This is an optimization exercise on Yosys and OpenROAD, whose aim is small area, a short achievable clock period and few clock cycles per item, not a production implementation.
At most, simulation tests tie the RTL to the original design; equivalence was not proved.

== rev 12 ==
==> flow/design.v (excerpt) <==
module systolic_array_os #(
  parameter  int N      = 4,
  parameter  int DATA_W = 8,
  parameter  int ACC_W  = 24,
  parameter  int MAX_K  = 64,
  localparam int KW     = $clog2(MAX_K + 1),
  localparam int IW     = (N > 1) ? $clog2(N) : 1
) (
  input  logic                clk,
  input  logic                reset_n,
  input  logic                start,
  input  logic [KW-1:0]       k_len,
  input  logic                in_valid,
  output logic                in_ready,
  input  logic [N*DATA_W-1:0] a_vec,
  input  logic [N*DATA_W-1:0] b_vec,
  output logic                out_valid,
  input  logic                out_ready,
  output logic [IW-1:0]       out_idx,
  output logic [N*ACC_W-1:0]  out_row,
  output logic                busy,
  output logic                done
);
  localparam int SW  = 22;
  localparam int B   = 15;
  localparam int NCQ = 2;
  localparam logic [B-1:0]  MASK0 = B'('b111111111111111);
  localparam logic [B-1:0]  MASK1 = B'('b111111111011111);
  ...
Settings: LEC_CHECK=0, CAP_MARGIN=20, CORE_MARGIN=2, CORE_UTILIZATION=40, CTS_BUF_LIST=sky130_fd_sc_hd__clkbuf_8, SLEW_MARGIN=20, SYNTH_HIERARCHICAL=1; clock period 9.0 ns.
standard.sh (not shown) runs the stock make flow with config.mk's settings and CLKGATE_MAP_FILE= SYNTH_SCRIPT=/design/flow/synth_recipe.tcl, a recipe that flattens the netlist after the stock synthesis.
==> flow/flow/run.sh <==
#!/bin/bash
# The standard layout (standard.sh: the standard synthesis, floorplan, placement,
# CTS, routing) with three settings changed: the timing repair steps aim at a 6 ns
# setup margin (a 3 ns period) instead of the design's 9 ns period, they repair only
# the worst path (TNS_END_PERCENT=0), and the port buffers are buf_4 cells.
# Make's full output goes to standard.log; each ORFS step also keeps its own log under
# orfs/logs/.
set -euo pipefail
bash standard.sh SETUP_SLACK_MARGIN=6.0 TNS_END_PERCENT=0 \
  "BUFFER_PORTS_ARGS=-buffer_cell sky130_fd_sc_hd__buf_4" finish > standard.log 2>&1
Testbench counts of rev 12, summed over its fixed seeds: cycles 15,559, jobs 384.
For rev 13, these inputs were changed with respect to rev 12:
Settings: putting CTS_CLUSTER_DIAMETER at 40 where nothing was set; putting CTS_CLUSTER_SIZE at 10 where nothing was set; clearing CTS_BUF_LIST, which used to be sky130_fd_sc_hd__clkbuf_8.
- Status: overall track demand over capacity in global routing parity (rev 12, rev 13)
- Area of all placed cells without fillers grows by a few percent when moving from rev 12 to rev 13.
- Rev 13 -> rev 12: worst hold slack flat
- In the tables for rev 12 and rev 13, final-layout clock buffer total reads higher with rev 13.
- Delta (rev 13 minus rev 12): post-detailed-routing wire length +790 µm, utilization went up 1.9 points.
- Comparing the two runs side by side, rev 13 comes out behind rev 12 on wire length of the first global-routing pass.
- Post-route worst setup slack (rev 13 over rev 12): increase, 0.11 ns


systolic_array_os, a different RTL version from the one above (not shown whole).
Size: ~180 I/O pins, about 60000 µm² of cells after synthesis.
Settings: LEC_CHECK=0, CAP_MARGIN=20, CORE_MARGIN=2, CORE_UTILIZATION=55, SLEW_MARGIN=20, SYNTH_HIERARCHICAL=1; clock period 9.0 ns.
==> flow/flow/run.sh <==
#!/bin/bash
# Standard layout, with timing repair aiming past the design's clock period.
set -euo pipefail
cp standard.sh standard_copy.log
bash standard.sh SETUP_SLACK_MARGIN=6 finish > standard.log 2>&1
Rerun with:
CORE_UTILIZATION = 40   (was 55)
After rerunning: The changed run produced a clean layout; flip-flop and latch count does not change; die area went up by about 37%; non-clock buffer count went down by 1; design area went up by about 1.2%; cell count went up by 7.4%; via count went down by about 0.7%; utilization went down by 17 points; synthesized area does not change; clock-buffer cell count went up by 1.
No functional check of the RTL was part of any run of this note.


Setup of lane 1:
systolic_array_os, a different RTL version from the one above (not shown whole).
For scale: roughly 820 flip-flops, about 60000 um2 of cells after synthesis.
clock: 9.0 ns
lec_check: 0
cap_margin: 20
core_margin: 2
core_utilization: 40
slew_margin: 20
synth_hierarchical: 1
==> flow/flow/run.sh <==
#!/bin/bash
# The standard layout (standard.sh: the standard synthesis, floorplan, placement,
# CTS, routing) with three settings changed: the timing repair steps aim at a 6 ns
# setup margin (a 3 ns period) instead of the design's 9 ns period, they repair only
# the worst path (TNS_END_PERCENT=0), and the port buffers are buf_4 cells.
# Make's full output goes to standard.log; each ORFS step also keeps its own log under
# orfs/logs/.
set -euo pipefail
bash standard.sh SETUP_SLACK_MARGIN=6.0 TNS_END_PERCENT=0 \
  "BUFFER_PORTS_ARGS=-buffer_cell sky130_fd_sc_hd__buf_4" finish > standard.log 2>&1
Lane 1 finished end to end and its layout was clean on timing, DRC and antenna.
Testbench counts of lane 1, summed over its fixed seeds: cycles 15,559, jobs 384.
diff inputs: lane 1 => lane 2
==> flow/flow/run.sh <==
#!/bin/bash
set -euo pipefail
bash standard.sh SETUP_SLACK_MARGIN=6.0 "BUFFER_PORTS_ARGS=-buffer_cell sky130_fd_sc_hd__buf_4" finish > standard.log 2>&1
Findings:
Die area came out exactly the same in lane 1 and lane 2. Taking lane 1 as the reference point, the via count of lane 2 rises by 1.1%. Changes observed in lane 2 relative to lane 1: setup slack after layout went down 0.0083 ns; total detailed-routing wirelength went up 2.0%; number of multi-input combinational cells closely matched the old numbers; clock skew fell by 0.0086 ns.
The inputs of lane 3 differ from those of lane 2 as listed below.
==> flow/flow/run.sh <==
#!/bin/bash
set -euo pipefail
bash standard.sh SETUP_SLACK_MARGIN=5.7 TNS_END_PERCENT=0 "BUFFER_PORTS_ARGS=-buffer_cell sky130_fd_sc_hd__buf_4" finish > standard.log 2>&1
Lane 3 finished end to end and its layout was clean on timing, DRC and antenna. Both conditions hold for lane 2: the flow ran to the end and the final layout passed the timing, design-rule and antenna checks. Compared with lane 2, in lane 3 share of synthesized area occupied by flip-flops and latches ~0 delta; wire length of the first global-routing pass -about 4%. From lane 2 to lane 3 the numbers moved as follows: part of the cycle the worst path needs +0.69 points; critical path depth increased by 10 relative to the old numbers; worst reg2reg path depth shows a reduction of 2; worst setup slack saw a decrease. Lane 3 vs lane 2, total routing resource utilization after global routing went down by 1.1 points.
### lane 3 -> lane 4
==> flow/flow/run.sh <==
#!/bin/bash
set -euo pipefail
bash standard.sh SETUP_SLACK_MARGIN=5.7 "BUFFER_PORTS_ARGS=-buffer_cell sky130_fd_sc_hd__buf_4" finish > standard.log 2>&1
==> notes.md <==
Lane 3 went all the way through synthesis, placement and routing and the layout is clean on timing, DRC and antenna. In summary, lane 4 completed successfully, with a layout that passed the timing, design-rule and antenna checks. Lane 4 vs. lane 3: global router's overall resource usage was more or less identical, worst-path maximum fanout went down by 40. Taking lane 3 as the reference, in lane 4 design area went up by about 1.1%, post-cts repair resize count went up by 18. When lane 4 is set beside lane 3, its peak per-stage delay on the critical path turns out to be 0.11 ns larger. Delta (lane 4 minus lane 3): critical path depth went down 10; sequential share of layout area went down 0.27 points.

[what the ideal ports hide]
The flow's constraints put no driver on any port. The routed layouts listed below were extracted and timed again, unchanged, in two steps. Step 1 sets driving cells, clkbuf_16 on the clock port and buf_2 on the other inputs (assumed; they add their load-dependent delay and slew). Step 2 times the ports against the registers' clock, not the clock port: input delays grow and output delays shrink by t, the midpoint of the rising clock arrivals with the driver on. a / b / c = ideal ports / drivers / drivers and shift; a / b = the first two.
run	shift t [ns]	setup WS [ns]	worst hold slack (ns)	worst setup path after step 2	pins driven straight from the clock port
rev 12	0.955	5.672 / 5.601 / 4.944	0.360 / 0.360 / 0.360	input to register	1
rev 13	0.837	5.778 / 5.700 / 5.276	0.359 / 0.359 / 0.359	input to register	1
the first run of note 2	0.756	5.716 / 5.716 / 5.346	0.364 / 0.364 / 0.364	input to register	1
the second run of note 2	0.786	5.671 / 5.671 / 5.272	0.359 / 0.359 / 0.359	input to register	1
lane 1	0.799	5.767 / 5.680 / 5.204	0.345 / 0.345 / 0.345	input to register	1
lane 2	0.796	5.758 / 5.672 / 5.384	0.394 / 0.394 / 0.394	input to register	1
lane 3	0.788	5.696 / 5.625 / 5.103	0.408 / 0.408 / 0.408	input to register	1
lane 4	0.791	5.742 / 5.660 / 5.057	0.400 / 0.400 / 0.400	input to register	1
After both steps setup and hold are still met in every run listed. The setup slack of rev 12, which loses most, moves by -0.071 ns with the drivers and by -0.728 ns with both steps.
